This is an optimization exercise on Yosys and OpenROAD, whose aim is small area, a short achievable clock period and few clock cycles per item, not a production implementation. The RTL was checked by simulation tests, not by an equivalence proof against the original design.

==> flow/design.v, too long to show whole: its modules and the start of the top module <==
// module salu_mul_enc: 14 lines
// module salu_mul_pp: 486 lines
// module salu_mul_fin: 71 lines
// module scalar_alu_pipe: 196 lines
module scalar_alu_pipe #(
   parameter int DATA_W     = 64,
   parameter int MUL_CYCLES = 4
) (
   input  logic              clock,
   input  logic              reset_n,
   input  logic              in_valid,
   output logic              in_ready,
   input  logic [salu_pkg::OP_W-1:0] in_op,
   input  logic              in_wide,
   input  logic [DATA_W-1:0] in_src0,
   input  logic [DATA_W-1:0] in_src1,
   input  logic [salu_pkg::SIMM_W-1:0] in_simm,
   input  logic [salu_pkg::SDST_W-1:0] in_sdst,
   input  logic              in_scc,
   output logic              out_valid,
   input  logic              out_ready,
   output logic [DATA_W-1:0] out_data,
   output logic [salu_pkg::SDST_W-1:0] out_sdst,
   output logic              out_wr,
   output logic              out_scc
);
  // ...
==> flow/run.sh <==
#!/bin/bash
# synth_recipe.tcl (not shown) runs the flow's synth.tcl, then flattens the netlist and writes it again
# the make line also repeats each setting of config.mk as NAME=value (left out here)
make -C /OpenROAD-flow-scripts/flow DESIGN_CONFIG=/design/flow/config.mk WORK_HOME=/design/flow/orfs CLKGATE_MAP_FILE= SYNTH_SCRIPT=/design/flow/synth_recipe.tcl finish
==> flow/config.mk <==
export PLATFORM = sky130hd
export DESIGN_NAME = scalar_alu_pipe
export DESIGN_NICKNAME = scalar_alu_pipe
export VERILOG_FILES = /design/flow/design.v
export SDC_FILE = /design/flow/constraint.sdc
export NUM_CORES = 4
export LEC_CHECK = 0
export CAP_MARGIN = 20
export CORE_MARGIN = 2
export CORE_UTILIZATION = 35
export SETUP_SLACK_MARGIN = 5
export SLEW_MARGIN = 20
==> flow/constraint.sdc <==
create_clock -name core_clock -period 9.0 [get_ports {clock}]
set_input_delay 1.8000 -clock core_clock [delete_from_list [all_inputs] [get_ports {clock}]]
set_output_delay 1.8000 -clock core_clock [all_outputs]
set_load 0.01 [all_outputs]
==> notes.md, run 1 <==
=======================================================================
Outcome .................................................. finished clean
Hold Slack ...............................................     0.419 ns
Setup CP Type ............................................ flop to flop
CP Capture Type ..........................................         flop
Non-clock buffers, area share ............................        10.9%
Post-synthesis simple-gate area fraction .................        10.8%
Main flop type after synthesis ........................... sky130_fd_sc_hd__edfxtp_1
Unrepaired setup endpoints after global routing ..........         true
GRT Max-Usage Layer ......................................         met2
Most common cell after layout, fill and taps aside ....... sky130_fd_sc_hd__edfxtp_1
Cell class ranked first by area .......................... multi-input combinational cells
Layout sequential cell count .............................          402
Slew at the pin closest to its max-slew limit ............      1.09 ns
Cell type with the largest total area after synthesis .... sky130_fd_sc_hd__edfxtp_1
Leading cell types in the layout, fill and taps excluded . sky130_fd_sc_hd__edfxtp_1, sky130_fd_sc_hd__nand2_1, sky130_fd_sc_hd__a22oi_1
Routed length per instance ...............................      32.3 um
Count of yosys warnings during synthesis .................            1
Critical Path Stages .....................................           12
Number of fill cells in the layout .......................       10,800
Global-route wire length before repair ...................   263,000 um
Area overhead of the layout relative to synthesis ........        21.7%
Floorplan die area ....................................... 116,000 sq um
Hold-critical path depth .................................            0
Met2 routed wirelength ...................................    75,500 um
Max cap viols ............................................            0
Setup-failing EPs final ..................................            0
Critical Path Source Type ................................         flop
Effective utilization at floorplan .......................        35.3%
Proportion of synthesized area in mux cells ..............        9.39%
Global routing usage on met1 .............................        42.8%
Fraction of standard cell area that is sequential ........        24.9%
Detailed placer's ending HPWL ............................   132,000 um
Most common library cells after synthesis ................ sky130_fd_sc_hd__edfxtp_1, sky130_fd_sc_hd__nand2_1, sky130_fd_sc_hd__a22oi_1
Synthesized cell area .................................... 39,800 sq um
Y dimension of the die ...................................       341 um
Core Util, Final .........................................        43.0%
Post-synth top area share ................................        30.1%
# clk buffers ............................................           61
Num CTS Buffers ..........................................           51
Average footprint of a synthesized cell ..................   9.80 sq um
R2R setup slack ..........................................      4.69 ns
=======================================================================
Testbench counts, summed over its fixed seeds: cycles 12,024, items 12,000.
==> module salu_mul_pp, before the edit <==
module salu_mul_pp (
   input  logic [31:0] a,
   input  logic [15:0] one,
   input  logic [15:0] two,
   input  logic [15:0] ng,
   output logic [31:0] row0,
   output logic [31:0] row1,
   output logic [31:0] row2
);
   logic [32:0] ax;
   logic [31:0] pp0;
   logic [29:0] pp1;
   logic [27:0] pp2;
   logic [25:0] pp3;
   logic [23:0] pp4;
   logic [21:0] pp5;
   logic [19:0] pp6;
   logic [17:0] pp7;
   logic [15:0] pp8;
   logic [13:0] pp9;
   logic [11:0] pp10;
   logic [9:0] pp11;
   logic [7:0] pp12;
   logic [5:0] pp13;
   logic [3:0] pp14;
   logic [1:0] pp15;
   logic s1_1, s1_2, s1_3, s1_4, s1_5, s1_6, s1_7, s1_8, s1_9, s1_10, s1_11, s1_12, s1_13, s1_14, s1_15, s1_16, s1_17, s1_18, s1_19, s1_20, s1_21, s1_22, s1_23, s1_24, s1_25, s1_26, s1_27, s1_28, s1_29, s1_30, s1_31, s1_32, s1_33, s1_34, s1_35, s1_36, s1_37, s1_38, s1_39, s1_40, s1_41, s1_42, s1_43, s1_44, s1_45, s1_46, s1_47, s1_48, s1_49, s1_50, s1_51, s1_52, s1_53, s1_54, s1_55, s1_56, s1_57, s1_58, s1_59, s1_60, s1_61, s1_62, s1_63, s1_64, s1_65, s1_66, s1_67, s1_68, s1_69, s1_70, s1_71, s1_72, s1_73, s1_74, s1_75, s1_76, s1_77, s1_78, s1_79, s1_80, s1_81, s1_82, s1_83, s1_84, s1_85, s1_86, s1_87, s1_88, s1_89, s1_90, s1_91, s1_92, s1_93, s1_94, s1_95, s1_96, s1_97, s1_98, s1_99, s1_100, s1_101, s1_102, s1_103, s1_104, s1_105, s1_106, s1_107, s1_108, s1_109, s1_110, s1_111, s1_112, s1_113, s1_114, s1_115, s1_116, s1_117, s1_118, s1_119, s1_120, s1_121, s1_122, s1_123, s1_124, s1_125, s1_126, s1_127, s1_128, s1_129, s1_130, s1_131, s1_132, s1_133, s1_134, s1_135, s1_136, s1_137, s1_138, s1_139, s1_140, s1_141, s1_142, s1_143, s1_144, s1_145, s1_146, s1_147, s1_148, s1_149, s1_150, s1_151, s1_152, s1_153, s1_154, s1_155, s1_156, s1_157, s1_158, s1_159, s1_160, s1_161, s1_162, s1_163, s1_164, s1_165, s1_166, s1_167, s1_168, s1_169, s1_170, s1_171, s1_172, s1_173, s1_174, s1_175, s1_176, s1_177, s1_178, s1_179, s1_180, s1_181, s1_182, s1_183, s1_184, s1_185, s1_186, s1_187, s1_188, s1_189, s1_190, s1_191, s1_192, s1_193, s1_194, s1_195, s1_196, s1_197, s1_198, s1_199, s1_200, s1_201, s1_202, s1_203, s1_204, s1_205, s1_206, s1_207, s1_208, s1_209, s1_210, s1_211, s1_212, s1_213, s1_214, s1_215, s1_216, s1_217, s1_218, s1_219, s1_220, s1_221, s1_222, s1_223, s1_224, s1_225, s1_226, s1_227, s1_228, s1_229, s1_230, s1_231, s1_232, s1_233, s1_234, s1_235, s1_236, s1_237, s1_238, s1_239, s1_240, s1_241, s1_242, s1_243, s1_244, s1_245, s1_246, s1_247, s1_248, s1_249, s1_250, s1_251, s1_252, s1_253, s1_254, s1_255, s1_256, s1_257, s1_258, s1_259, s1_260, s1_261, s1_262, s1_263, s1_264, s1_265, s1_266, s1_267, s1_268, s1_269, s1_270, s1_271, s1_272, s1_273, s1_274, s1_275, s1_276, s1_277, s1_278, s1_279, s1_280, s1_281, s1_282, s1_283, s1_284, s1_285, s1_286, s1_287, s1_288, s1_289, s1_290, s1_291, s1_292, s1_293, s1_294, s1_295, s1_296, s1_297, s1_298, s1_299, s1_300, s1_301, s1_302, s1_303, s1_304, s1_305, s1_306, s1_307, s1_308, s1_309, s1_310, s1_311, s1_312, s1_313, s1_314, s1_315, s1_316, s1_317, s1_318, s1_319, s1_320, s1_321, s1_322, s1_323, s1_324, s1_325, s1_326, s1_327, s1_328, s1_329, s1_330, s1_331, s1_332, s1_333, s1_334, s1_335, s1_336, s1_337, s1_338, s1_339, s1_340, s1_341, s1_342, s1_343, s1_344, s1_345, s1_346, s1_347, s1_348, s1_349, s1_350, s1_351, s1_352, s1_353, s1_354, s1_355, s1_356, s1_357, s1_358, s1_359, s1_360, s1_361, s1_362, s1_363, s1_364, s1_365, s1_366, s1_367, s1_368, s1_369, s1_370, s1_371, s1_372, s1_373, s1_374, s1_375, s1_376, s1_377, s1_378, s1_379, s1_380, s1_381, s1_382, s1_383, s1_384, s1_385, s1_386, s1_387, s1_388, s1_389, s1_390, s1_391, s1_392, s1_393, s1_394, s1_395, s1_396, s1_397, s1_398, s1_399, s1_400, s1_401, s1_402, s1_403, s1_404, s1_405, s1_406, s1_407, s1_408, s1_409, s1_410, s1_411, s1_412, s1_413, s1_414, s1_415, s1_416, s1_417, s1_418, s1_419, s1_420;
   assign ax = {a, 1'b0};
   for (genvar j = 0; j < 32; j++) begin : g_pp0
      assign pp0[j] = ((one[0] & ax[j+1]) | (two[0] & ax[j])) ^ ng[0];
   end
   for (genvar j = 0; j < 30; j++) begin : g_pp1
      assign pp1[j] = ((one[1] & ax[j+1]) | (two[1] & ax[j])) ^ ng[1];
   end
   for (genvar j = 0; j < 28; j++) begin : g_pp2
      assign pp2[j] = ((one[2] & ax[j+1]) | (two[2] & ax[j])) ^ ng[2];
   end
   for (genvar j = 0; j < 26; j++) begin : g_pp3
      assign pp3[j] = ((one[3] & ax[j+1]) | (two[3] & ax[j])) ^ ng[3];
   end
   for (genvar j = 0; j < 24; j++) begin : g_pp4
      assign pp4[j] = ((one[4] & ax[j+1]) | (two[4] & ax[j])) ^ ng[4];
   end
   for (genvar j = 0; j < 22; j++) begin : g_pp5
      assign pp5[j] = ((one[5] & ax[j+1]) | (two[5] & ax[j])) ^ ng[5];
   end
   for (genvar j = 0; j < 20; j++) begin : g_pp6
      assign pp6[j] = ((one[6] & ax[j+1]) | (two[6] & ax[j])) ^ ng[6];
   end
   for (genvar j = 0; j < 18; j++) begin : g_pp7
      assign pp7[j] = ((one[7] & ax[j+1]) | (two[7] & ax[j])) ^ ng[7];
   end
   for (genvar j = 0; j < 16; j++) begin : g_pp8
      assign pp8[j] = ((one[8] & ax[j+1]) | (two[8] & ax[j])) ^ ng[8];
   end
   for (genvar j = 0; j < 14; j++) begin : g_pp9
      assign pp9[j] = ((one[9] & ax[j+1]) | (two[9] & ax[j])) ^ ng[9];
   end
   for (genvar j = 0; j < 12; j++) begin : g_pp10
      assign pp10[j] = ((one[10] & ax[j+1]) | (two[10] & ax[j])) ^ ng[10];
   end
   for (genvar j = 0; j < 10; j++) begin : g_pp11
      assign pp11[j] = ((one[11] & ax[j+1]) | (two[11] & ax[j])) ^ ng[11];
   end
   for (genvar j = 0; j < 8; j++) begin : g_pp12
      assign pp12[j] = ((one[12] & ax[j+1]) | (two[12] & ax[j])) ^ ng[12];
   end
   for (genvar j = 0; j < 6; j++) begin : g_pp13
      assign pp13[j] = ((one[13] & ax[j+1]) | (two[13] & ax[j])) ^ ng[13];
   end
   for (genvar j = 0; j < 4; j++) begin : g_pp14
      assign pp14[j] = ((one[14] & ax[j+1]) | (two[14] & ax[j])) ^ ng[14];
   end
   for (genvar j = 0; j < 2; j++) begin : g_pp15
      assign pp15[j] = ((one[15] & ax[j+1]) | (two[15] & ax[j])) ^ ng[15];
   end
   assign s1_1 = pp0[4] ^ pp1[2];
   assign s1_2 = pp0[4] & pp1[2];
   assign s1_3 = pp0[5] ^ pp1[3];
   assign s1_4 = pp0[5] & pp1[3];
   assign s1_5 = pp0[6] ^ pp1[4] ^ pp2[2];
   assign s1_6 = (pp0[6] & pp1[4]) | (pp0[6] & pp2[2]) | (pp1[4] & pp2[2]);
   assign s1_7 = pp3[0] ^ ng[3];
   assign s1_8 = pp3[0] & ng[3];
   assign s1_9 = pp0[7] ^ pp1[5] ^ pp2[3];
   assign s1_10 = (pp0[7] & pp1[5]) | (pp0[7] & pp2[3]) | (pp1[5] & pp2[3]);
   assign s1_11 = pp3[1] ^ s1_8;
   assign s1_12 = pp3[1] & s1_8;
   assign s1_13 = pp0[8] ^ pp1[6] ^ pp2[4];
   assign s1_14 = (pp0[8] & pp1[6]) | (pp0[8] & pp2[4]) | (pp1[6] & pp2[4]);
   assign s1_15 = pp3[2] ^ pp4[0] ^ ng[4];
   assign s1_16 = (pp3[2] & pp4[0]) | (pp3[2] & ng[4]) | (pp4[0] & ng[4]);
   assign s1_17 = s1_10 ^ s1_13;
   assign s1_18 = s1_10 & s1_13;
   assign s1_19 = pp0[9] ^ pp1[7] ^ pp2[5];
   assign s1_20 = (pp0[9] & pp1[7]) | (pp0[9] & pp2[5]) | (pp1[7] & pp2[5]);
   assign s1_21 = pp3[3] ^ pp4[1] ^ s1_14;
   assign s1_22 = (pp3[3] & pp4[1]) | (pp3[3] & s1_14) | (pp4[1] & s1_14);
   assign s1_23 = s1_16 ^ s1_19;
   assign s1_24 = s1_16 & s1_19;
   assign s1_25 = pp0[10] ^ pp1[8] ^ pp2[6];
   assign s1_26 = (pp0[10] & pp1[8]) | (pp0[10] & pp2[6]) | (pp1[8] & pp2[6]);
   assign s1_27 = pp3[4] ^ pp4[2] ^ pp5[0];
   assign s1_28 = (pp3[4] & pp4[2]) | (pp3[4] & pp5[0]) | (pp4[2] & pp5[0]);
   assign s1_29 = ng[5] ^ s1_20 ^ s1_25;
   assign s1_30 = (ng[5] & s1_20) | (ng[5] & s1_25) | (s1_20 & s1_25);
   assign s1_31 = s1_27 ^ s1_24;
   assign s1_32 = s1_27 & s1_24;
   assign s1_33 = pp0[11] ^ pp1[9] ^ pp2[7];
   assign s1_34 = (pp0[11] & pp1[9]) | (pp0[11] & pp2[7]) | (pp1[9] & pp2[7]);
   assign s1_35 = pp3[5] ^ pp4[3] ^ pp5[1];
   assign s1_36 = (pp3[5] & pp4[3]) | (pp3[5] & pp5[1]) | (pp4[3] & pp5[1]);
   assign s1_37 = s1_26 ^ s1_28 ^ s1_33;
   assign s1_38 = (s1_26 & s1_28) | (s1_26 & s1_33) | (s1_28 & s1_33);
   assign s1_39 = s1_35 ^ s1_30;
   assign s1_40 = s1_35 & s1_30;
   assign s1_41 = pp0[12] ^ pp1[10] ^ pp2[8];
   assign s1_42 = (pp0[12] & pp1[10]) | (pp0[12] & pp2[8]) | (pp1[10] & pp2[8]);
   assign s1_43 = pp3[6] ^ pp4[4] ^ pp5[2];
   assign s1_44 = (pp3[6] & pp4[4]) | (pp3[6] & pp5[2]) | (pp4[4] & pp5[2]);
   assign s1_45 = pp6[0] ^ ng[6] ^ s1_34;
   assign s1_46 = (pp6[0] & ng[6]) | (pp6[0] & s1_34) | (ng[6] & s1_34);
   assign s1_47 = s1_36 ^ s1_41 ^ s1_43;
   assign s1_48 = (s1_36 & s1_41) | (s1_36 & s1_43) | (s1_41 & s1_43);
   assign s1_49 = s1_38 ^ s1_45;
   assign s1_50 = s1_38 & s1_45;
   assign s1_51 = pp0[13] ^ pp1[11] ^ pp2[9];
   assign s1_52 = (pp0[13] & pp1[11]) | (pp0[13] & pp2[9]) | (pp1[11] & pp2[9]);
   assign s1_53 = pp3[7] ^ pp4[5] ^ pp5[3];
   assign s1_54 = (pp3[7] & pp4[5]) | (pp3[7] & pp5[3]) | (pp4[5] & pp5[3]);
   assign s1_55 = pp6[1] ^ s1_42 ^ s1_44;
   assign s1_56 = (pp6[1] & s1_42) | (pp6[1] & s1_44) | (s1_42 & s1_44);
   assign s1_57 = s1_51 ^ s1_53 ^ s1_46;
   assign s1_58 = (s1_51 & s1_53) | (s1_51 & s1_46) | (s1_53 & s1_46);
   assign s1_59 = s1_48 ^ s1_55;
   assign s1_60 = s1_48 & s1_55;
   assign s1_61 = pp0[14] ^ pp1[12] ^ pp2[10];
   assign s1_62 = (pp0[14] & pp1[12]) | (pp0[14] & pp2[10]) | (pp1[12] & pp2[10]);
   assign s1_63 = pp3[8] ^ pp4[6] ^ pp5[4];
   assign s1_64 = (pp3[8] & pp4[6]) | (pp3[8] & pp5[4]) | (pp4[6] & pp5[4]);
   assign s1_65 = pp6[2] ^ pp7[0] ^ ng[7];
   assign s1_66 = (pp6[2] & pp7[0]) | (pp6[2] & ng[7]) | (pp7[0] & ng[7]);
   assign s1_67 = s1_52 ^ s1_54 ^ s1_61;
   assign s1_68 = (s1_52 & s1_54) | (s1_52 & s1_61) | (s1_54 & s1_61);
   assign s1_69 = s1_63 ^ s1_65 ^ s1_56;
   assign s1_70 = (s1_63 & s1_65) | (s1_63 & s1_56) | (s1_65 & s1_56);
   assign s1_71 = s1_67 ^ s1_60;
   assign s1_72 = s1_67 & s1_60;
   assign s1_73 = pp0[15] ^ pp1[13] ^ pp2[11];
   assign s1_74 = (pp0[15] & pp1[13]) | (pp0[15] & pp2[11]) | (pp1[13] & pp2[11]);
   assign s1_75 = pp3[9] ^ pp4[7] ^ pp5[5];
   assign s1_76 = (pp3[9] & pp4[7]) | (pp3[9] & pp5[5]) | (pp4[7] & pp5[5]);
   assign s1_77 = pp6[3] ^ pp7[1] ^ s1_62;
   assign s1_78 = (pp6[3] & pp7[1]) | (pp6[3] & s1_62) | (pp7[1] & s1_62);
   assign s1_79 = s1_64 ^ s1_66 ^ s1_73;
   assign s1_80 = (s1_64 & s1_66) | (s1_64 & s1_73) | (s1_66 & s1_73);
   assign s1_81 = s1_75 ^ s1_68 ^ s1_77;
   assign s1_82 = (s1_75 & s1_68) | (s1_75 & s1_77) | (s1_68 & s1_77);
   assign s1_83 = s1_79 ^ s1_70;
   assign s1_84 = s1_79 & s1_70;
   assign s1_85 = pp0[16] ^ pp1[14] ^ pp2[12];
   assign s1_86 = (pp0[16] & pp1[14]) | (pp0[16] & pp2[12]) | (pp1[14] & pp2[12]);
   assign s1_87 = pp3[10] ^ pp4[8] ^ pp5[6];
   assign s1_88 = (pp3[10] & pp4[8]) | (pp3[10] & pp5[6]) | (pp4[8] & pp5[6]);
   assign s1_89 = pp6[4] ^ pp7[2] ^ pp8[0];
   assign s1_90 = (pp6[4] & pp7[2]) | (pp6[4] & pp8[0]) | (pp7[2] & pp8[0]);
   assign s1_91 = ng[8] ^ s1_74 ^ s1_76;
   assign s1_92 = (ng[8] & s1_74) | (ng[8] & s1_76) | (s1_74 & s1_76);
   assign s1_93 = s1_85 ^ s1_87 ^ s1_89;
   assign s1_94 = (s1_85 & s1_87) | (s1_85 & s1_89) | (s1_87 & s1_89);
   assign s1_95 = s1_78 ^ s1_80 ^ s1_91;
   assign s1_96 = (s1_78 & s1_80) | (s1_78 & s1_91) | (s1_80 & s1_91);
   assign s1_97 = s1_93 ^ s1_82;
   assign s1_98 = s1_93 & s1_82;
   assign s1_99 = pp0[17] ^ pp1[15] ^ pp2[13];
   assign s1_100 = (pp0[17] & pp1[15]) | (pp0[17] & pp2[13]) | (pp1[15] & pp2[13]);
   assign s1_101 = pp3[11] ^ pp4[9] ^ pp5[7];
   assign s1_102 = (pp3[11] & pp4[9]) | (pp3[11] & pp5[7]) | (pp4[9] & pp5[7]);
   assign s1_103 = pp6[5] ^ pp7[3] ^ pp8[1];
   assign s1_104 = (pp6[5] & pp7[3]) | (pp6[5] & pp8[1]) | (pp7[3] & pp8[1]);
   assign s1_105 = s1_86 ^ s1_88 ^ s1_90;
   assign s1_106 = (s1_86 & s1_88) | (s1_86 & s1_90) | (s1_88 & s1_90);
   assign s1_107 = s1_99 ^ s1_101 ^ s1_103;
   assign s1_108 = (s1_99 & s1_101) | (s1_99 & s1_103) | (s1_101 & s1_103);
   assign s1_109 = s1_92 ^ s1_94 ^ s1_105;
   assign s1_110 = (s1_92 & s1_94) | (s1_92 & s1_105) | (s1_94 & s1_105);
   assign s1_111 = s1_107 ^ s1_96;
   assign s1_112 = s1_107 & s1_96;
   assign s1_113 = pp0[18] ^ pp1[16] ^ pp2[14];
   assign s1_114 = (pp0[18] & pp1[16]) | (pp0[18] & pp2[14]) | (pp1[16] & pp2[14]);
   assign s1_115 = pp3[12] ^ pp4[10] ^ pp5[8];
   assign s1_116 = (pp3[12] & pp4[10]) | (pp3[12] & pp5[8]) | (pp4[10] & pp5[8]);
   assign s1_117 = pp6[6] ^ pp7[4] ^ pp8[2];
   assign s1_118 = (pp6[6] & pp7[4]) | (pp6[6] & pp8[2]) | (pp7[4] & pp8[2]);
   assign s1_119 = pp9[0] ^ ng[9] ^ s1_100;
   assign s1_120 = (pp9[0] & ng[9]) | (pp9[0] & s1_100) | (ng[9] & s1_100);
   assign s1_121 = s1_102 ^ s1_104 ^ s1_113;
   assign s1_122 = (s1_102 & s1_104) | (s1_102 & s1_113) | (s1_104 & s1_113);
   assign s1_123 = s1_115 ^ s1_117 ^ s1_106;
   assign s1_124 = (s1_115 & s1_117) | (s1_115 & s1_106) | (s1_117 & s1_106);
   assign s1_125 = s1_108 ^ s1_119 ^ s1_121;
   assign s1_126 = (s1_108 & s1_119) | (s1_108 & s1_121) | (s1_119 & s1_121);
   assign s1_127 = s1_110 ^ s1_123;
   assign s1_128 = s1_110 & s1_123;
   assign s1_129 = pp0[19] ^ pp1[17] ^ pp2[15];
   assign s1_130 = (pp0[19] & pp1[17]) | (pp0[19] & pp2[15]) | (pp1[17] & pp2[15]);
   assign s1_131 = pp3[13] ^ pp4[11] ^ pp5[9];
   assign s1_132 = (pp3[13] & pp4[11]) | (pp3[13] & pp5[9]) | (pp4[11] & pp5[9]);
   assign s1_133 = pp6[7] ^ pp7[5] ^ pp8[3];
   assign s1_134 = (pp6[7] & pp7[5]) | (pp6[7] & pp8[3]) | (pp7[5] & pp8[3]);
   assign s1_135 = pp9[1] ^ s1_114 ^ s1_116;
   assign s1_136 = (pp9[1] & s1_114) | (pp9[1] & s1_116) | (s1_114 & s1_116);
   assign s1_137 = s1_118 ^ s1_129 ^ s1_131;
   assign s1_138 = (s1_118 & s1_129) | (s1_118 & s1_131) | (s1_129 & s1_131);
   assign s1_139 = s1_133 ^ s1_120 ^ s1_122;
   assign s1_140 = (s1_133 & s1_120) | (s1_133 & s1_122) | (s1_120 & s1_122);
   assign s1_141 = s1_135 ^ s1_137 ^ s1_124;
   assign s1_142 = (s1_135 & s1_137) | (s1_135 & s1_124) | (s1_137 & s1_124);
   assign s1_143 = s1_126 ^ s1_139;
   assign s1_144 = s1_126 & s1_139;
   assign s1_145 = pp0[20] ^ pp1[18] ^ pp2[16];
   assign s1_146 = (pp0[20] & pp1[18]) | (pp0[20] & pp2[16]) | (pp1[18] & pp2[16]);
   assign s1_147 = pp3[14] ^ pp4[12] ^ pp5[10];
   assign s1_148 = (pp3[14] & pp4[12]) | (pp3[14] & pp5[10]) | (pp4[12] & pp5[10]);
   assign s1_149 = pp6[8] ^ pp7[6] ^ pp8[4];
   assign s1_150 = (pp6[8] & pp7[6]) | (pp6[8] & pp8[4]) | (pp7[6] & pp8[4]);
   assign s1_151 = pp9[2] ^ pp10[0] ^ ng[10];
   assign s1_152 = (pp9[2] & pp10[0]) | (pp9[2] & ng[10]) | (pp10[0] & ng[10]);
   assign s1_153 = s1_130 ^ s1_132 ^ s1_134;
   assign s1_154 = (s1_130 & s1_132) | (s1_130 & s1_134) | (s1_132 & s1_134);
   assign s1_155 = s1_145 ^ s1_147 ^ s1_149;
   assign s1_156 = (s1_145 & s1_147) | (s1_145 & s1_149) | (s1_147 & s1_149);
   assign s1_157 = s1_151 ^ s1_136 ^ s1_138;
   assign s1_158 = (s1_151 & s1_136) | (s1_151 & s1_138) | (s1_136 & s1_138);
   assign s1_159 = s1_153 ^ s1_155 ^ s1_140;
   assign s1_160 = (s1_153 & s1_155) | (s1_153 & s1_140) | (s1_155 & s1_140);
   assign s1_161 = s1_157 ^ s1_144;
   assign s1_162 = s1_157 & s1_144;
   assign s1_163 = pp0[21] ^ pp1[19] ^ pp2[17];
   assign s1_164 = (pp0[21] & pp1[19]) | (pp0[21] & pp2[17]) | (pp1[19] & pp2[17]);
   assign s1_165 = pp3[15] ^ pp4[13] ^ pp5[11];
   assign s1_166 = (pp3[15] & pp4[13]) | (pp3[15] & pp5[11]) | (pp4[13] & pp5[11]);
   assign s1_167 = pp6[9] ^ pp7[7] ^ pp8[5];
   assign s1_168 = (pp6[9] & pp7[7]) | (pp6[9] & pp8[5]) | (pp7[7] & pp8[5]);
   assign s1_169 = pp9[3] ^ pp10[1] ^ s1_146;
   assign s1_170 = (pp9[3] & pp10[1]) | (pp9[3] & s1_146) | (pp10[1] & s1_146);
   assign s1_171 = s1_148 ^ s1_150 ^ s1_152;
   assign s1_172 = (s1_148 & s1_150) | (s1_148 & s1_152) | (s1_150 & s1_152);
   assign s1_173 = s1_163 ^ s1_165 ^ s1_167;
   assign s1_174 = (s1_163 & s1_165) | (s1_163 & s1_167) | (s1_165 & s1_167);
   assign s1_175 = s1_154 ^ s1_156 ^ s1_169;
   assign s1_176 = (s1_154 & s1_156) | (s1_154 & s1_169) | (s1_156 & s1_169);
   assign s1_177 = s1_171 ^ s1_173 ^ s1_158;
   assign s1_178 = (s1_171 & s1_173) | (s1_171 & s1_158) | (s1_173 & s1_158);
   assign s1_179 = s1_175 ^ s1_160;
   assign s1_180 = s1_175 & s1_160;
   assign s1_181 = pp0[22] ^ pp1[20] ^ pp2[18];
   assign s1_182 = (pp0[22] & pp1[20]) | (pp0[22] & pp2[18]) | (pp1[20] & pp2[18]);
   assign s1_183 = pp3[16] ^ pp4[14] ^ pp5[12];
   assign s1_184 = (pp3[16] & pp4[14]) | (pp3[16] & pp5[12]) | (pp4[14] & pp5[12]);
   assign s1_185 = pp6[10] ^ pp7[8] ^ pp8[6];
   assign s1_186 = (pp6[10] & pp7[8]) | (pp6[10] & pp8[6]) | (pp7[8] & pp8[6]);
   assign s1_187 = pp9[4] ^ pp10[2] ^ pp11[0];
   assign s1_188 = (pp9[4] & pp10[2]) | (pp9[4] & pp11[0]) | (pp10[2] & pp11[0]);
   assign s1_189 = ng[11] ^ s1_164 ^ s1_166;
   assign s1_190 = (ng[11] & s1_164) | (ng[11] & s1_166) | (s1_164 & s1_166);
   assign s1_191 = s1_168 ^ s1_181 ^ s1_183;
   assign s1_192 = (s1_168 & s1_181) | (s1_168 & s1_183) | (s1_181 & s1_183);
   assign s1_193 = s1_185 ^ s1_187 ^ s1_170;
   assign s1_194 = (s1_185 & s1_187) | (s1_185 & s1_170) | (s1_187 & s1_170);
   assign s1_195 = s1_172 ^ s1_174 ^ s1_189;
   assign s1_196 = (s1_172 & s1_174) | (s1_172 & s1_189) | (s1_174 & s1_189);
   assign s1_197 = s1_191 ^ s1_176 ^ s1_193;
   assign s1_198 = (s1_191 & s1_176) | (s1_191 & s1_193) | (s1_176 & s1_193);
   assign s1_199 = s1_195 ^ s1_178;
   assign s1_200 = s1_195 & s1_178;
   assign s1_201 = pp0[23] ^ pp1[21] ^ pp2[19];
   assign s1_202 = (pp0[23] & pp1[21]) | (pp0[23] & pp2[19]) | (pp1[21] & pp2[19]);
   assign s1_203 = pp3[17] ^ pp4[15] ^ pp5[13];
   assign s1_204 = (pp3[17] & pp4[15]) | (pp3[17] & pp5[13]) | (pp4[15] & pp5[13]);
   assign s1_205 = pp6[11] ^ pp7[9] ^ pp8[7];
   assign s1_206 = (pp6[11] & pp7[9]) | (pp6[11] & pp8[7]) | (pp7[9] & pp8[7]);
   assign s1_207 = pp9[5] ^ pp10[3] ^ pp11[1];
   assign s1_208 = (pp9[5] & pp10[3]) | (pp9[5] & pp11[1]) | (pp10[3] & pp11[1]);
   assign s1_209 = s1_182 ^ s1_184 ^ s1_186;
   assign s1_210 = (s1_182 & s1_184) | (s1_182 & s1_186) | (s1_184 & s1_186);
   assign s1_211 = s1_188 ^ s1_201 ^ s1_203;
   assign s1_212 = (s1_188 & s1_201) | (s1_188 & s1_203) | (s1_201 & s1_203);
   assign s1_213 = s1_205 ^ s1_207 ^ s1_190;
   assign s1_214 = (s1_205 & s1_207) | (s1_205 & s1_190) | (s1_207 & s1_190);
   assign s1_215 = s1_192 ^ s1_209 ^ s1_211;
   assign s1_216 = (s1_192 & s1_209) | (s1_192 & s1_211) | (s1_209 & s1_211);
   assign s1_217 = s1_194 ^ s1_196 ^ s1_213;
   assign s1_218 = (s1_194 & s1_196) | (s1_194 & s1_213) | (s1_196 & s1_213);
   assign s1_219 = s1_215 ^ s1_198;
   assign s1_220 = s1_215 & s1_198;
   assign s1_221 = pp0[24] ^ pp1[22] ^ pp2[20];
   assign s1_222 = (pp0[24] & pp1[22]) | (pp0[24] & pp2[20]) | (pp1[22] & pp2[20]);
   assign s1_223 = pp3[18] ^ pp4[16] ^ pp5[14];
   assign s1_224 = (pp3[18] & pp4[16]) | (pp3[18] & pp5[14]) | (pp4[16] & pp5[14]);
   assign s1_225 = pp6[12] ^ pp7[10] ^ pp8[8];
   assign s1_226 = (pp6[12] & pp7[10]) | (pp6[12] & pp8[8]) | (pp7[10] & pp8[8]);
   assign s1_227 = pp9[6] ^ pp10[4] ^ pp11[2];
   assign s1_228 = (pp9[6] & pp10[4]) | (pp9[6] & pp11[2]) | (pp10[4] & pp11[2]);
   assign s1_229 = pp12[0] ^ ng[12] ^ s1_202;
   assign s1_230 = (pp12[0] & ng[12]) | (pp12[0] & s1_202) | (ng[12] & s1_202);
   assign s1_231 = s1_204 ^ s1_206 ^ s1_208;
   assign s1_232 = (s1_204 & s1_206) | (s1_204 & s1_208) | (s1_206 & s1_208);
   assign s1_233 = s1_221 ^ s1_223 ^ s1_225;
   assign s1_234 = (s1_221 & s1_223) | (s1_221 & s1_225) | (s1_223 & s1_225);
   assign s1_235 = s1_227 ^ s1_210 ^ s1_212;
   assign s1_236 = (s1_227 & s1_210) | (s1_227 & s1_212) | (s1_210 & s1_212);
   assign s1_237 = s1_229 ^ s1_231 ^ s1_233;
   assign s1_238 = (s1_229 & s1_231) | (s1_229 & s1_233) | (s1_231 & s1_233);
   assign s1_239 = s1_214 ^ s1_216 ^ s1_235;
   assign s1_240 = (s1_214 & s1_216) | (s1_214 & s1_235) | (s1_216 & s1_235);
   assign s1_241 = s1_237 ^ s1_218;
   assign s1_242 = s1_237 & s1_218;
   assign s1_243 = pp0[25] ^ pp1[23] ^ pp2[21];
   assign s1_244 = (pp0[25] & pp1[23]) | (pp0[25] & pp2[21]) | (pp1[23] & pp2[21]);
   assign s1_245 = pp3[19] ^ pp4[17] ^ pp5[15];
   assign s1_246 = (pp3[19] & pp4[17]) | (pp3[19] & pp5[15]) | (pp4[17] & pp5[15]);
   assign s1_247 = pp6[13] ^ pp7[11] ^ pp8[9];
   assign s1_248 = (pp6[13] & pp7[11]) | (pp6[13] & pp8[9]) | (pp7[11] & pp8[9]);
   assign s1_249 = pp9[7] ^ pp10[5] ^ pp11[3];
   assign s1_250 = (pp9[7] & pp10[5]) | (pp9[7] & pp11[3]) | (pp10[5] & pp11[3]);
   assign s1_251 = pp12[1] ^ s1_222 ^ s1_224;
   assign s1_252 = (pp12[1] & s1_222) | (pp12[1] & s1_224) | (s1_222 & s1_224);
   assign s1_253 = s1_226 ^ s1_228 ^ s1_243;
   assign s1_254 = (s1_226 & s1_228) | (s1_226 & s1_243) | (s1_228 & s1_243);
   assign s1_255 = s1_245 ^ s1_247 ^ s1_249;
   assign s1_256 = (s1_245 & s1_247) | (s1_245 & s1_249) | (s1_247 & s1_249);
   assign s1_257 = s1_230 ^ s1_232 ^ s1_234;
   assign s1_258 = (s1_230 & s1_232) | (s1_230 & s1_234) | (s1_232 & s1_234);
   assign s1_259 = s1_251 ^ s1_253 ^ s1_255;
   assign s1_260 = (s1_251 & s1_253) | (s1_251 & s1_255) | (s1_253 & s1_255);
   assign s1_261 = s1_236 ^ s1_238 ^ s1_257;
   assign s1_262 = (s1_236 & s1_238) | (s1_236 & s1_257) | (s1_238 & s1_257);
   assign s1_263 = s1_259 ^ s1_240;
   assign s1_264 = s1_259 & s1_240;
   assign s1_265 = pp0[26] ^ pp1[24] ^ pp2[22];
   assign s1_266 = (pp0[26] & pp1[24]) | (pp0[26] & pp2[22]) | (pp1[24] & pp2[22]);
   assign s1_267 = pp3[20] ^ pp4[18] ^ pp5[16];
   assign s1_268 = (pp3[20] & pp4[18]) | (pp3[20] & pp5[16]) | (pp4[18] & pp5[16]);
   assign s1_269 = pp6[14] ^ pp7[12] ^ pp8[10];
   assign s1_270 = (pp6[14] & pp7[12]) | (pp6[14] & pp8[10]) | (pp7[12] & pp8[10]);
   assign s1_271 = pp9[8] ^ pp10[6] ^ pp11[4];
   assign s1_272 = (pp9[8] & pp10[6]) | (pp9[8] & pp11[4]) | (pp10[6] & pp11[4]);
   assign s1_273 = pp12[2] ^ pp13[0] ^ ng[13];
   assign s1_274 = (pp12[2] & pp13[0]) | (pp12[2] & ng[13]) | (pp13[0] & ng[13]);
   assign s1_275 = s1_244 ^ s1_246 ^ s1_248;
   assign s1_276 = (s1_244 & s1_246) | (s1_244 & s1_248) | (s1_246 & s1_248);
   assign s1_277 = s1_250 ^ s1_265 ^ s1_267;
   assign s1_278 = (s1_250 & s1_265) | (s1_250 & s1_267) | (s1_265 & s1_267);
   assign s1_279 = s1_269 ^ s1_271 ^ s1_273;
   assign s1_280 = (s1_269 & s1_271) | (s1_269 & s1_273) | (s1_271 & s1_273);
   assign s1_281 = s1_252 ^ s1_254 ^ s1_256;
   assign s1_282 = (s1_252 & s1_254) | (s1_252 & s1_256) | (s1_254 & s1_256);
   assign s1_283 = s1_275 ^ s1_277 ^ s1_279;
   assign s1_284 = (s1_275 & s1_277) | (s1_275 & s1_279) | (s1_277 & s1_279);
   assign s1_285 = s1_258 ^ s1_260 ^ s1_281;
   assign s1_286 = (s1_258 & s1_260) | (s1_258 & s1_281) | (s1_260 & s1_281);
   assign s1_287 = s1_283 ^ s1_262;
   assign s1_288 = s1_283 & s1_262;
   assign s1_289 = pp0[27] ^ pp1[25] ^ pp2[23];
   assign s1_290 = (pp0[27] & pp1[25]) | (pp0[27] & pp2[23]) | (pp1[25] & pp2[23]);
   assign s1_291 = pp3[21] ^ pp4[19] ^ pp5[17];
   assign s1_292 = (pp3[21] & pp4[19]) | (pp3[21] & pp5[17]) | (pp4[19] & pp5[17]);
   assign s1_293 = pp6[15] ^ pp7[13] ^ pp8[11];
   assign s1_294 = (pp6[15] & pp7[13]) | (pp6[15] & pp8[11]) | (pp7[13] & pp8[11]);
   assign s1_295 = pp9[9] ^ pp10[7] ^ pp11[5];
   assign s1_296 = (pp9[9] & pp10[7]) | (pp9[9] & pp11[5]) | (pp10[7] & pp11[5]);
   assign s1_297 = pp12[3] ^ pp13[1] ^ s1_266;
   assign s1_298 = (pp12[3] & pp13[1]) | (pp12[3] & s1_266) | (pp13[1] & s1_266);
   assign s1_299 = s1_268 ^ s1_270 ^ s1_272;
   assign s1_300 = (s1_268 & s1_270) | (s1_268 & s1_272) | (s1_270 & s1_272);
   assign s1_301 = s1_274 ^ s1_289 ^ s1_291;
   assign s1_302 = (s1_274 & s1_289) | (s1_274 & s1_291) | (s1_289 & s1_291);
   assign s1_303 = s1_293 ^ s1_295 ^ s1_276;
   assign s1_304 = (s1_293 & s1_295) | (s1_293 & s1_276) | (s1_295 & s1_276);
   assign s1_305 = s1_278 ^ s1_280 ^ s1_297;
   assign s1_306 = (s1_278 & s1_280) | (s1_278 & s1_297) | (s1_280 & s1_297);
   assign s1_307 = s1_299 ^ s1_301 ^ s1_282;
   assign s1_308 = (s1_299 & s1_301) | (s1_299 & s1_282) | (s1_301 & s1_282);
   assign s1_309 = s1_284 ^ s1_303 ^ s1_305;
   assign s1_310 = (s1_284 & s1_303) | (s1_284 & s1_305) | (s1_303 & s1_305);
   assign s1_311 = s1_286 ^ s1_307;
   assign s1_312 = s1_286 & s1_307;
   assign s1_313 = pp0[28] ^ pp1[26] ^ pp2[24];
   assign s1_314 = (pp0[28] & pp1[26]) | (pp0[28] & pp2[24]) | (pp1[26] & pp2[24]);
   assign s1_315 = pp3[22] ^ pp4[20] ^ pp5[18];
   assign s1_316 = (pp3[22] & pp4[20]) | (pp3[22] & pp5[18]) | (pp4[20] & pp5[18]);
   assign s1_317 = pp6[16] ^ pp7[14] ^ pp8[12];
   assign s1_318 = (pp6[16] & pp7[14]) | (pp6[16] & pp8[12]) | (pp7[14] & pp8[12]);
   assign s1_319 = pp9[10] ^ pp10[8] ^ pp11[6];
   assign s1_320 = (pp9[10] & pp10[8]) | (pp9[10] & pp11[6]) | (pp10[8] & pp11[6]);
   assign s1_321 = pp12[4] ^ pp13[2] ^ pp14[0];
   assign s1_322 = (pp12[4] & pp13[2]) | (pp12[4] & pp14[0]) | (pp13[2] & pp14[0]);
   assign s1_323 = ng[14] ^ s1_290 ^ s1_292;
   assign s1_324 = (ng[14] & s1_290) | (ng[14] & s1_292) | (s1_290 & s1_292);
   assign s1_325 = s1_294 ^ s1_296 ^ s1_313;
   assign s1_326 = (s1_294 & s1_296) | (s1_294 & s1_313) | (s1_296 & s1_313);
   assign s1_327 = s1_315 ^ s1_317 ^ s1_319;
   assign s1_328 = (s1_315 & s1_317) | (s1_315 & s1_319) | (s1_317 & s1_319);
   assign s1_329 = s1_321 ^ s1_298 ^ s1_300;
   assign s1_330 = (s1_321 & s1_298) | (s1_321 & s1_300) | (s1_298 & s1_300);
   assign s1_331 = s1_302 ^ s1_323 ^ s1_325;
   assign s1_332 = (s1_302 & s1_323) | (s1_302 & s1_325) | (s1_323 & s1_325);
   assign s1_333 = s1_327 ^ s1_304 ^ s1_306;
   assign s1_334 = (s1_327 & s1_304) | (s1_327 & s1_306) | (s1_304 & s1_306);
   assign s1_335 = s1_329 ^ s1_331 ^ s1_308;
   assign s1_336 = (s1_329 & s1_331) | (s1_329 & s1_308) | (s1_331 & s1_308);
   assign s1_337 = s1_310 ^ s1_333;
   assign s1_338 = s1_310 & s1_333;
   assign s1_339 = pp0[29] ^ pp1[27] ^ pp2[25];
   assign s1_340 = (pp0[29] & pp1[27]) | (pp0[29] & pp2[25]) | (pp1[27] & pp2[25]);
   assign s1_341 = pp3[23] ^ pp4[21] ^ pp5[19];
   assign s1_342 = (pp3[23] & pp4[21]) | (pp3[23] & pp5[19]) | (pp4[21] & pp5[19]);
   assign s1_343 = pp6[17] ^ pp7[15] ^ pp8[13];
   assign s1_344 = (pp6[17] & pp7[15]) | (pp6[17] & pp8[13]) | (pp7[15] & pp8[13]);
   assign s1_345 = pp9[11] ^ pp10[9] ^ pp11[7];
   assign s1_346 = (pp9[11] & pp10[9]) | (pp9[11] & pp11[7]) | (pp10[9] & pp11[7]);
   assign s1_347 = pp12[5] ^ pp13[3] ^ pp14[1];
   assign s1_348 = (pp12[5] & pp13[3]) | (pp12[5] & pp14[1]) | (pp13[3] & pp14[1]);
   assign s1_349 = s1_314 ^ s1_316 ^ s1_318;
   assign s1_350 = (s1_314 & s1_316) | (s1_314 & s1_318) | (s1_316 & s1_318);
   assign s1_351 = s1_320 ^ s1_322 ^ s1_339;
   assign s1_352 = (s1_320 & s1_322) | (s1_320 & s1_339) | (s1_322 & s1_339);
   assign s1_353 = s1_341 ^ s1_343 ^ s1_345;
   assign s1_354 = (s1_341 & s1_343) | (s1_341 & s1_345) | (s1_343 & s1_345);
   assign s1_355 = s1_347 ^ s1_324 ^ s1_326;
   assign s1_356 = (s1_347 & s1_324) | (s1_347 & s1_326) | (s1_324 & s1_326);
   assign s1_357 = s1_328 ^ s1_349 ^ s1_351;
   assign s1_358 = (s1_328 & s1_349) | (s1_328 & s1_351) | (s1_349 & s1_351);
   assign s1_359 = s1_353 ^ s1_330 ^ s1_332;
   assign s1_360 = (s1_353 & s1_330) | (s1_353 & s1_332) | (s1_330 & s1_332);
   assign s1_361 = s1_355 ^ s1_357 ^ s1_334;
   assign s1_362 = (s1_355 & s1_357) | (s1_355 & s1_334) | (s1_357 & s1_334);
   assign s1_363 = s1_359 ^ s1_338;
   assign s1_364 = s1_359 & s1_338;
   assign s1_365 = pp0[30] ^ pp1[28] ^ pp2[26];
   assign s1_366 = (pp0[30] & pp1[28]) | (pp0[30] & pp2[26]) | (pp1[28] & pp2[26]);
   assign s1_367 = pp3[24] ^ pp4[22] ^ pp5[20];
   assign s1_368 = (pp3[24] & pp4[22]) | (pp3[24] & pp5[20]) | (pp4[22] & pp5[20]);
   assign s1_369 = pp6[18] ^ pp7[16] ^ pp8[14];
   assign s1_370 = (pp6[18] & pp7[16]) | (pp6[18] & pp8[14]) | (pp7[16] & pp8[14]);
   assign s1_371 = pp9[12] ^ pp10[10] ^ pp11[8];
   assign s1_372 = (pp9[12] & pp10[10]) | (pp9[12] & pp11[8]) | (pp10[10] & pp11[8]);
   assign s1_373 = pp12[6] ^ pp13[4] ^ pp14[2];
   assign s1_374 = (pp12[6] & pp13[4]) | (pp12[6] & pp14[2]) | (pp13[4] & pp14[2]);
   assign s1_375 = pp15[0] ^ ng[15] ^ s1_340;
   assign s1_376 = (pp15[0] & ng[15]) | (pp15[0] & s1_340) | (ng[15] & s1_340);
   assign s1_377 = s1_342 ^ s1_344 ^ s1_346;
   assign s1_378 = (s1_342 & s1_344) | (s1_342 & s1_346) | (s1_344 & s1_346);
   assign s1_379 = s1_348 ^ s1_365 ^ s1_367;
   assign s1_380 = (s1_348 & s1_365) | (s1_348 & s1_367) | (s1_365 & s1_367);
   assign s1_381 = s1_369 ^ s1_371 ^ s1_373;
   assign s1_382 = (s1_369 & s1_371) | (s1_369 & s1_373) | (s1_371 & s1_373);
   assign s1_383 = s1_350 ^ s1_352 ^ s1_354;
   assign s1_384 = (s1_350 & s1_352) | (s1_350 & s1_354) | (s1_352 & s1_354);
   assign s1_385 = s1_375 ^ s1_377 ^ s1_379;
   assign s1_386 = (s1_375 & s1_377) | (s1_375 & s1_379) | (s1_377 & s1_379);
   assign s1_387 = s1_381 ^ s1_356 ^ s1_358;
   assign s1_388 = (s1_381 & s1_356) | (s1_381 & s1_358) | (s1_356 & s1_358);
   assign s1_389 = s1_383 ^ s1_385 ^ s1_360;
   assign s1_390 = (s1_383 & s1_385) | (s1_383 & s1_360) | (s1_385 & s1_360);
   assign s1_391 = s1_387 ^ s1_362;
   assign s1_392 = s1_387 & s1_362;
   assign s1_393 = pp0[31] ^ pp1[29] ^ pp2[27];
   assign s1_395 = pp3[25] ^ pp4[23] ^ pp5[21];
   assign s1_397 = pp6[19] ^ pp7[17] ^ pp8[15];
   assign s1_399 = pp9[13] ^ pp10[11] ^ pp11[9];
   assign s1_401 = pp12[7] ^ pp13[5] ^ pp14[3];
   assign s1_403 = pp15[1] ^ s1_366 ^ s1_368;
   assign s1_405 = s1_370 ^ s1_372 ^ s1_374;
   assign s1_407 = s1_393 ^ s1_395 ^ s1_397;
   assign s1_409 = s1_399 ^ s1_401 ^ s1_376;
   assign s1_411 = s1_378 ^ s1_380 ^ s1_382;
   assign s1_413 = s1_403 ^ s1_405 ^ s1_407;
   assign s1_415 = s1_384 ^ s1_386 ^ s1_409;
   assign s1_417 = s1_411 ^ s1_413 ^ s1_388;
   assign s1_419 = s1_415 ^ s1_390;
   assign row0 = {s1_417, s1_389, s1_336, s1_312, s1_309, s1_285, s1_261, s1_239, s1_217, s1_197, s1_177, s1_142, s1_128, s1_125, s1_109, s1_95, s1_81, s1_58, s1_50, s1_47, s1_37, s1_22, s1_18, s1_15, s1_6, s1_4, pp2[1], pp2[0], pp0[3], pp0[2], pp0[1], pp0[0]};
   assign row1 = {s1_392, s1_364, s1_361, s1_335, s1_288, s1_264, s1_242, s1_220, s1_200, s1_180, s1_162, s1_159, s1_141, s1_112, s1_98, s1_84, s1_72, s1_69, s1_57, s1_40, s1_32, s1_29, s1_21, s1_12, s1_9, s1_5, s1_2, ng[2], pp1[1], pp1[0], 1'b0, ng[0]};
   assign row2 = {s1_419, s1_391, s1_363, s1_337, s1_311, s1_287, s1_263, s1_241, s1_219, s1_199, s1_179, s1_161, s1_143, s1_127, s1_111, s1_97, s1_83, s1_71, s1_59, s1_49, s1_39, s1_31, s1_23, s1_17, s1_11, s1_7, s1_3, s1_1, 1'b0, ng[1], 1'b0, 1'b0};
endmodule
==> inputs of run 2 (changes only) <==
--- a/flow/design.v
+++ b/flow/design.v
@@ -34,21 +34,5 @@
 endpackage
-module salu_mul_enc (
-   input  logic [31:0] b,
-   output logic [15:0] one,
-   output logic [15:0] two,
-   output logic [15:0] ng
-);
-   logic [32:0] bx;
-   assign bx = {b, 1'b0};
-   for (genvar i = 0; i < 16; i++) begin : g_enc
-      assign one[i] = bx[2*i+1] ^ bx[2*i];
-      assign two[i] = (bx[2*i+2] & ~bx[2*i+1] & ~bx[2*i]) | (~bx[2*i+2] & bx[2*i+1] & bx[2*i]);
-      assign ng[i]  = bx[2*i+2] & ~(bx[2*i+1] & bx[2*i]);
-   end
-endmodule
 module salu_mul_pp (
    input  logic [31:0] a,
-   input  logic [15:0] one,
-   input  logic [15:0] two,
-   input  logic [15:0] ng,
+   input  logic [31:0] b,
    output logic [31:0] row0,
@@ -57,3 +41,5 @@
 );
+   logic [32:0] bx;
    logic [32:0] ax;
+   logic [15:0] one, two, ng;
    logic [31:0] pp0;
@@ -75,50 +61,56 @@
    logic s1_1, s1_2, s1_3, s1_4, s1_5, s1_6, s1_7, s1_8, s1_9, s1_10, s1_11, s1_12, s1_13, s1_14, s1_15, s1_16, s1_17, s1_18, s1_19, s1_20, s1_21, s1_22, s1_23, s1_24, s1_25, s1_26, s1_27, s1_28, s1_29, s1_30, s1_31, s1_32, s1_33, s1_34, s1_35, s1_36, s1_37, s1_38, s1_39, s1_40, s1_41, s1_42, s1_43, s1_44, s1_45, s1_46, s1_47, s1_48, s1_49, s1_50, s1_51, s1_52, s1_53, s1_54, s1_55, s1_56, s1_57, s1_58, s1_59, s1_60, s1_61, s1_62, s1_63, s1_64, s1_65, s1_66, s1_67, s1_68, s1_69, s1_70, s1_71, s1_72, s1_73, s1_74, s1_75, s1_76, s1_77, s1_78, s1_79, s1_80, s1_81, s1_82, s1_83, s1_84, s1_85, s1_86, s1_87, s1_88, s1_89, s1_90, s1_91, s1_92, s1_93, s1_94, s1_95, s1_96, s1_97, s1_98, s1_99, s1_100, s1_101, s1_102, s1_103, s1_104, s1_105, s1_106, s1_107, s1_108, s1_109, s1_110, s1_111, s1_112, s1_113, s1_114, s1_115, s1_116, s1_117, s1_118, s1_119, s1_120, s1_121, s1_122, s1_123, s1_124, s1_125, s1_126, s1_127, s1_128, s1_129, s1_130, s1_131, s1_132, s1_133, s1_134, s1_135, s1_136, s1_137, s1_138, s1_139, s1_140, s1_141, s1_142, s1_143, s1_144, s1_145, s1_146, s1_147, s1_148, s1_149, s1_150, s1_151, s1_152, s1_153, s1_154, s1_155, s1_156, s1_157, s1_158, s1_159, s1_160, s1_161, s1_162, s1_163, s1_164, s1_165, s1_166, s1_167, s1_168, s1_169, s1_170, s1_171, s1_172, s1_173, s1_174, s1_175, s1_176, s1_177, s1_178, s1_179, s1_180, s1_181, s1_182, s1_183, s1_184, s1_185, s1_186, s1_187, s1_188, s1_189, s1_190, s1_191, s1_192, s1_193, s1_194, s1_195, s1_196, s1_197, s1_198, s1_199, s1_200, s1_201, s1_202, s1_203, s1_204, s1_205, s1_206, s1_207, s1_208, s1_209, s1_210, s1_211, s1_212, s1_213, s1_214, s1_215, s1_216, s1_217, s1_218, s1_219, s1_220, s1_221, s1_222, s1_223, s1_224, s1_225, s1_226, s1_227, s1_228, s1_229, s1_230, s1_231, s1_232, s1_233, s1_234, s1_235, s1_236, s1_237, s1_238, s1_239, s1_240, s1_241, s1_242, s1_243, s1_244, s1_245, s1_246, s1_247, s1_248, s1_249, s1_250, s1_251, s1_252, s1_253, s1_254, s1_255, s1_256, s1_257, s1_258, s1_259, s1_260, s1_261, s1_262, s1_263, s1_264, s1_265, s1_266, s1_267, s1_268, s1_269, s1_270, s1_271, s1_272, s1_273, s1_274, s1_275, s1_276, s1_277, s1_278, s1_279, s1_280, s1_281, s1_282, s1_283, s1_284, s1_285, s1_286, s1_287, s1_288, s1_289, s1_290, s1_291, s1_292, s1_293, s1_294, s1_295, s1_296, s1_297, s1_298, s1_299, s1_300, s1_301, s1_302, s1_303, s1_304, s1_305, s1_306, s1_307, s1_308, s1_309, s1_310, s1_311, s1_312, s1_313, s1_314, s1_315, s1_316, s1_317, s1_318, s1_319, s1_320, s1_321, s1_322, s1_323, s1_324, s1_325, s1_326, s1_327, s1_328, s1_329, s1_330, s1_331, s1_332, s1_333, s1_334, s1_335, s1_336, s1_337, s1_338, s1_339, s1_340, s1_341, s1_342, s1_343, s1_344, s1_345, s1_346, s1_347, s1_348, s1_349, s1_350, s1_351, s1_352, s1_353, s1_354, s1_355, s1_356, s1_357, s1_358, s1_359, s1_360, s1_361, s1_362, s1_363, s1_364, s1_365, s1_366, s1_367, s1_368, s1_369, s1_370, s1_371, s1_372, s1_373, s1_374, s1_375, s1_376, s1_377, s1_378, s1_379, s1_380, s1_381, s1_382, s1_383, s1_384, s1_385, s1_386, s1_387, s1_388, s1_389, s1_390, s1_391, s1_392, s1_393, s1_394, s1_395, s1_396, s1_397, s1_398, s1_399, s1_400, s1_401, s1_402, s1_403, s1_404, s1_405, s1_406, s1_407, s1_408, s1_409, s1_410, s1_411, s1_412, s1_413, s1_414, s1_415, s1_416, s1_417, s1_418, s1_419, s1_420;
+   assign bx = {b, 1'b0};
    assign ax = {a, 1'b0};
+   for (genvar i = 0; i < 16; i++) begin : g_enc
+      assign one[i] = bx[2*i+1] ^ bx[2*i];
+      assign two[i] = (bx[2*i+2] & ~bx[2*i+1] & ~bx[2*i]) | (~bx[2*i+2] & bx[2*i+1] & bx[2*i]);
+      assign ng[i]  = bx[2*i+2] & ~(bx[2*i+1] & bx[2*i]);
+   end
    for (genvar j = 0; j < 32; j++) begin : g_pp0
-      assign pp0[j] = ((one[0] & ax[j+1]) | (two[0] & ax[j])) ^ ng[0];
+      assign pp0[j] = (one[0] & (ax[j+1] ^ ng[0])) | (two[0] & (ax[j] ^ ng[0]));
    end
    for (genvar j = 0; j < 30; j++) begin : g_pp1
-      assign pp1[j] = ((one[1] & ax[j+1]) | (two[1] & ax[j])) ^ ng[1];
+      assign pp1[j] = (one[1] & (ax[j+1] ^ ng[1])) | (two[1] & (ax[j] ^ ng[1]));
    end
    for (genvar j = 0; j < 28; j++) begin : g_pp2
-      assign pp2[j] = ((one[2] & ax[j+1]) | (two[2] & ax[j])) ^ ng[2];
+      assign pp2[j] = (one[2] & (ax[j+1] ^ ng[2])) | (two[2] & (ax[j] ^ ng[2]));
    end
    for (genvar j = 0; j < 26; j++) begin : g_pp3
-      assign pp3[j] = ((one[3] & ax[j+1]) | (two[3] & ax[j])) ^ ng[3];
+      assign pp3[j] = (one[3] & (ax[j+1] ^ ng[3])) | (two[3] & (ax[j] ^ ng[3]));
    end
    for (genvar j = 0; j < 24; j++) begin : g_pp4
-      assign pp4[j] = ((one[4] & ax[j+1]) | (two[4] & ax[j])) ^ ng[4];
+      assign pp4[j] = (one[4] & (ax[j+1] ^ ng[4])) | (two[4] & (ax[j] ^ ng[4]));
    end
    for (genvar j = 0; j < 22; j++) begin : g_pp5
-      assign pp5[j] = ((one[5] & ax[j+1]) | (two[5] & ax[j])) ^ ng[5];
+      assign pp5[j] = (one[5] & (ax[j+1] ^ ng[5])) | (two[5] & (ax[j] ^ ng[5]));
    end
    for (genvar j = 0; j < 20; j++) begin : g_pp6
-      assign pp6[j] = ((one[6] & ax[j+1]) | (two[6] & ax[j])) ^ ng[6];
+      assign pp6[j] = (one[6] & (ax[j+1] ^ ng[6])) | (two[6] & (ax[j] ^ ng[6]));
    end
    for (genvar j = 0; j < 18; j++) begin : g_pp7
-      assign pp7[j] = ((one[7] & ax[j+1]) | (two[7] & ax[j])) ^ ng[7];
+      assign pp7[j] = (one[7] & (ax[j+1] ^ ng[7])) | (two[7] & (ax[j] ^ ng[7]));
    end
    for (genvar j = 0; j < 16; j++) begin : g_pp8
-      assign pp8[j] = ((one[8] & ax[j+1]) | (two[8] & ax[j])) ^ ng[8];
+      assign pp8[j] = (one[8] & (ax[j+1] ^ ng[8])) | (two[8] & (ax[j] ^ ng[8]));
    end
    for (genvar j = 0; j < 14; j++) begin : g_pp9
-      assign pp9[j] = ((one[9] & ax[j+1]) | (two[9] & ax[j])) ^ ng[9];
+      assign pp9[j] = (one[9] & (ax[j+1] ^ ng[9])) | (two[9] & (ax[j] ^ ng[9]));
    end
    for (genvar j = 0; j < 12; j++) begin : g_pp10
-      assign pp10[j] = ((one[10] & ax[j+1]) | (two[10] & ax[j])) ^ ng[10];
+      assign pp10[j] = (one[10] & (ax[j+1] ^ ng[10])) | (two[10] & (ax[j] ^ ng[10]));
    end
    for (genvar j = 0; j < 10; j++) begin : g_pp11
-      assign pp11[j] = ((one[11] & ax[j+1]) | (two[11] & ax[j])) ^ ng[11];
+      assign pp11[j] = (one[11] & (ax[j+1] ^ ng[11])) | (two[11] & (ax[j] ^ ng[11]));
    end
    for (genvar j = 0; j < 8; j++) begin : g_pp12
-      assign pp12[j] = ((one[12] & ax[j+1]) | (two[12] & ax[j])) ^ ng[12];
+      assign pp12[j] = (one[12] & (ax[j+1] ^ ng[12])) | (two[12] & (ax[j] ^ ng[12]));
    end
    for (genvar j = 0; j < 6; j++) begin : g_pp13
-      assign pp13[j] = ((one[13] & ax[j+1]) | (two[13] & ax[j])) ^ ng[13];
+      assign pp13[j] = (one[13] & (ax[j+1] ^ ng[13])) | (two[13] & (ax[j] ^ ng[13]));
    end
    for (genvar j = 0; j < 4; j++) begin : g_pp14
-      assign pp14[j] = ((one[14] & ax[j+1]) | (two[14] & ax[j])) ^ ng[14];
+      assign pp14[j] = (one[14] & (ax[j+1] ^ ng[14])) | (two[14] & (ax[j] ^ ng[14]));
    end
    for (genvar j = 0; j < 2; j++) begin : g_pp15
-      assign pp15[j] = ((one[15] & ax[j+1]) | (two[15] & ax[j])) ^ ng[15];
+      assign pp15[j] = (one[15] & (ax[j+1] ^ ng[15])) | (two[15] & (ax[j] ^ ng[15]));
    end
@@ -668,4 +660,2 @@
    end
-   logic [15:0] bo_in, bt_in, bn_in;
-   salu_mul_enc u_menc (.b(in_src1[31:0]), .one(bo_in), .two(bt_in), .ng(bn_in));
    logic [63:0] y_in, yy_in;
@@ -679,3 +669,2 @@
    logic [6:0]  p1_sdst;
-   logic [15:0] bo, bt, bn;
    always_ff @(posedge clock or negedge reset_n)
@@ -709,5 +698,2 @@
          p1_sdst <= in_sdst;
-         bo      <= bo_in;
-         bt      <= bt_in;
-         bn      <= bn_in;
       end
@@ -761,5 +747,5 @@
    logic [31:0] m0, m1, m2;
-   salu_mul_pp u_mpp (.a(a[31:0]), .one(bo), .two(bt), .ng(bn), .row0(m0), .row1(m1), .row2(m2));
+   salu_mul_pp u_mpp (.a(a[31:0]), .b(yy[31:0]), .row0(m0), .row1(m1), .row2(m2));
    logic [63:0] x;
-   assign x = res | ({64{c_mul}} & {8'b0, m1[23:0], 8'b0, m0[23:0]});
+   assign x = res | ({64{c_mul}} & {m1, m0});
    logic        r2v, r2_mul, r2_wr, r2_nz, r2_flag;
@@ -767,3 +753,2 @@
    logic [31:0] r2_m2;
-   logic [7:0]  r2_m0h, r2_m1h;
    logic [6:0]  r2_sdst;
@@ -776,4 +761,2 @@
          r2_m2   <= m2;
-         r2_m0h  <= m0[31:24];
-         r2_m1h  <= m1[31:24];
          r2_mul  <= c_mul;
@@ -787,3 +770,3 @@
    logic        e2_scc;
-   salu_mul_fin u_mfin (.row0({r2_m0h, r2_x[23:0]}), .row1({r2_m1h, r2_x[55:32]}), .row2(r2_m2), .p(mp));
+   salu_mul_fin u_mfin (.row0(r2_x[31:0]), .row1(r2_x[63:32]), .row2(r2_m2), .p(mp));
    assign e2_data = r2_mul ? {32'b0, mp} : r2_x;
==> run 2 against run 1 <==
Still clean on timing, DRC and antenna. Sequential cell count shrank 64. Critical path depth grew 5. Core utilization grew 1.1 points. Wire length shrank 1.0%. Clock skew grew 0.011 ns. Hold slack lost 0.0023 ns. Register-to-register slack lost 0.70 ns. Count of clock-buffer cells in the layout shrank 12. First-iteration DRC count shrank 0.18%. Die area shrank 5.2%. Fmax shrank 14%. Critical endpoint is now r2_x[26].
==> notes.md, run 2 <==
==========================================================================================
Y dimension of the die ......................................................       332 um   was 341 um
Detailed placer's ending HPWL ...............................................   136,000 um   was 132,000 um
Synthesized cell area ....................................................... 37,700 sq um   was 39,800 sq um
Async set-reset flop share out of synthesis .................................       0.888%   was 0.746%
DRC .........................................................................            0   unchanged
EDFF count, synth ...........................................................          335   was 399
Setup-failing EPs final .....................................................            0   unchanged
Routed length per instance ..................................................      32.6 um   was 32.3 um
Most common cell after layout, fill and taps aside .......................... sky130_fd_sc_hd__edfxtp_1   unchanged
Post-Synthesis Cells ........................................................        3,958   was 4,060
Count of yosys warnings during synthesis ....................................            1   unchanged
Count of routing violations after the opening detailed-route iteration ......        5,543   was 5,553
Num CTS Buffers .............................................................           43   was 51
CP Capture Type .............................................................         flop   unchanged
Most common library cells after synthesis ................................... sky130_fd_sc_hd__edfxtp_1, sky130_fd_sc_hd__nand2_1, sky130_fd_sc_hd__a21oi_1   was sky130_fd_sc_hd__edfxtp_1, sky130_fd_sc_hd__nand2_1, sky130_fd_sc_hd__a22oi_1
Worst stage delay on the critical path ......................................      0.88 ns   about the same
Clock tree from TritonCTS ...................................................        built   unchanged
Insertion delay of the later-clocked pin in the worst-skew pair .............      0.65 ns   was 0.69 ns
Max cap viols ...............................................................            0   unchanged
Hold Slack ..................................................................     0.416 ns   was 0.419 ns
Setup CP Type ............................................................... flop to flop   unchanged
Main flop type after synthesis .............................................. sky130_fd_sc_hd__edfxtp_1   unchanged
Post-synth top area share ...................................................        26.7%   was 30.1%
Gr usage total ..............................................................        32.2%   was 31.2%
Clock edge transition at the registers on the reported setup and hold paths .      0.06 ns   about the same
Non-filler instance count after layout ......................................        5,688   was 5,791
Pin count of the biggest net entering global routing ........................          144   was 134
Cell with the most instances on the worst path .............................. sky130_fd_sc_hd__fa_2   was sky130_fd_sc_hd__o21ai_1
Slew at the pin closest to its max-slew limit ...............................      1.32 ns   was 1.09 ns
Area overhead of the layout relative to synthesis ...........................        25.1%   was 21.7%
Global-route wire length before repair ......................................   256,000 um   was 263,000 um
Unique masters post-synth ...................................................           89   was 91
Effective utilization at floorplan ..........................................        35.3%   about the same
Average footprint of a synthesized cell .....................................   9.52 sq um   was 9.80 sq um
Antenna viol nets, final ....................................................            0   unchanged
Ordered list of cells on the worst path ..................................... buf_12 -> ha_4 -> nor2_4 -> buf_12 -> buf_8 -> buf_6 -> xor2_2 -> a21oi_2 -> fa_2 -> inv_1 -> fa_2 -> inv_1 -> fa_2 -> inv_2 -> fa_2 -> a222oi_1 -> o211ai_1   was buf_12 -> clkinvlp_4 -> buf_6 -> o21ai_0 -> o21ai_1 -> a21oi_1 -> o311ai_0 -> o21ai_1 -> mux4_2 -> a222oi_1 -> o31a_1 -> o211ai_1
Critical Path Source Type ...................................................         flop   unchanged
Type of the tightest min-delay check ........................................ flop to flop   unchanged
Floorplan die area .......................................................... 110,000 sq um   was 116,000 sq um
Unrepaired setup endpoints after global routing .............................         true   unchanged
Largest cells by area after synthesis ....................................... sky130_fd_sc_hd__edfxtp_1, sky130_fd_sc_hd__fa_1, sky130_fd_sc_hd__xnor2_1, sky130_fd_sc_hd__mux4_2, sky130_fd_sc_hd__ha_1   was sky130_fd_sc_hd__edfxtp_1, sky130_fd_sc_hd__fa_1, sky130_fd_sc_hd__a22oi_1, sky130_fd_sc_hd__xnor2_1, sky130_fd_sc_hd__mux4_2
Final hold violation count ..................................................            0   unchanged
Final Skew ..................................................................    0.0366 ns   was 0.0259 ns
Rows ........................................................................          120   was 123
Outcome ..................................................................... finished clean   unchanged
Leading cell types in the layout, fill and taps excluded .................... sky130_fd_sc_hd__edfxtp_1, sky130_fd_sc_hd__nand2_1, sky130_fd_sc_hd__xnor2_1   was sky130_fd_sc_hd__edfxtp_1, sky130_fd_sc_hd__nand2_1, sky130_fd_sc_hd__a22oi_1
Cell type with the largest total area after synthesis ....................... sky130_fd_sc_hd__edfxtp_1   unchanged
==========================================================================================
==> run 2: changes by cell type after synthesis, sizes merged, moves of 20 or more <==
cell	before	now
a22oi	274	63
mux4	87	109
o22ai	19	68
a211oi	20	40
edfxtp	399	335
inv	202	226
xor2	218	117
nor2	201	223
o21ai	159	216
xnor2	228	299
a21oi	232	307
clkbuf	256	195
nand4	50	24
a2bb2oi	9	31
==> run 2: layout make-up <==
type                            instances  area [sq um]
Antenna cell                            7          17.5
Clock buffer                           49          1100
Inverter                              230           927
Timing Repair Buffer                  534          5560
Tap cell                             1403          1760
Fill cell                           10200         59800
Multi-Input combinational cell       3096         27300
Sequential cell                       338         10100
Timing Repair inverter                  2          21.3
Clock inverter                         29           378
==> run 2: timing repair <==
action,in CTS,in global routing
endpoints found under the setup margin,126,93
pin swaps,68,44
cloned,20,10
gates resized for setup,318,119
setup buffers,123,35
==> run 2: final timing paths <==
| path | depth (start not counted) | slack (ns) | startpoint | end |
|---|---|---|---|---|
| max | 17 | 4.00 | yy[1] | r2_x[26] |
| min | 0 | 0.42 | c_nz | r2_nz |
| max reg2reg | 17 | 4.00 | yy[1] | r2_x[26] |
| min reg2reg | 0 | 0.42 | c_nz | r2_nz |
| max in group asynchronous | 1 | 7.51 | reset_n | out_valid |
| min in group asynchronous | 1 | 1.35 | reset_n | p1v |
==> run 2: cells by family (layout without fill, tap and decap cells) <==
logic type	count (synthesis)	in the layout	synth area share, %
AO/OA/AOI/OAI	1120	1120	19.6
AND/OR/NAND/NOR	938	943	11.8
buffers and inverters	529	844	5.57
XOR/XNOR	416	416	9.67
adder cells (fa/ha/maj)	346	346	15.4
flip-flops	338	338	26.9
multiplexers	271	271	11.0
other	0	7	0
==> run 2: routing by layer <==
layer / part of all wire, % / up-vias / GRT usage [%]
met5: 0.040 / - / 0
met4: 7.1 / 10 / 18.8
met1: 39 / 17700 / 43.3
met2: 41 / 2819 / 45.8
met3: 13 / 602 / 9.57
li1: - / 15200 / -
==> run 2: critical path, delay by kind of cell (launching register included) <==
family	cells	cell delay, ns
AO/OA/AOI/OAI	3	1.17
XOR/XNOR	1	0.17
adder cells (fa/ha/maj)	5	2.02
buffers and inverters	7	0.73
flip-flops	1	0.46
AND/OR/NAND/NOR	1	0.13
==> run 2: through the flow <==
step           util (%)  instance area, sq um
6_report           44.1                 47100
5_1_grt            44.1                 47100
4_1_cts            43.1                 46100
3_5_place_dp       39.1                 41800
3_3_place_gp       39.1                 41800
2_1_floorplan         -                 38400
Testbench counts of run 2, summed over its fixed seeds: cycles 12,024, items 12,000.

==> static timing again, ports no longer ideal <==
How much do the figures lean on ideal ports? The routed layouts below were timed once more, with nothing changed but the port constraints.
Step 1: set_driving_cell puts a clkbuf_16 on clock and a buf_2 on each other input, an assumption about the parent block.
Step 2 also shifts input and output timing later by t, the mid clock arrival at the registers, as if the neighbouring blocks saw the same clock.
a / b / c = ideal / step 1 / step 2; a / b = the first two.
run | t, ns | setup slack, ns
run 1 | 0.747 | 4.692 / 4.692 / 4.354
run 2 | 0.698 | 3.995 / 3.995 / 3.995
After both steps every run listed still meets setup and hold.
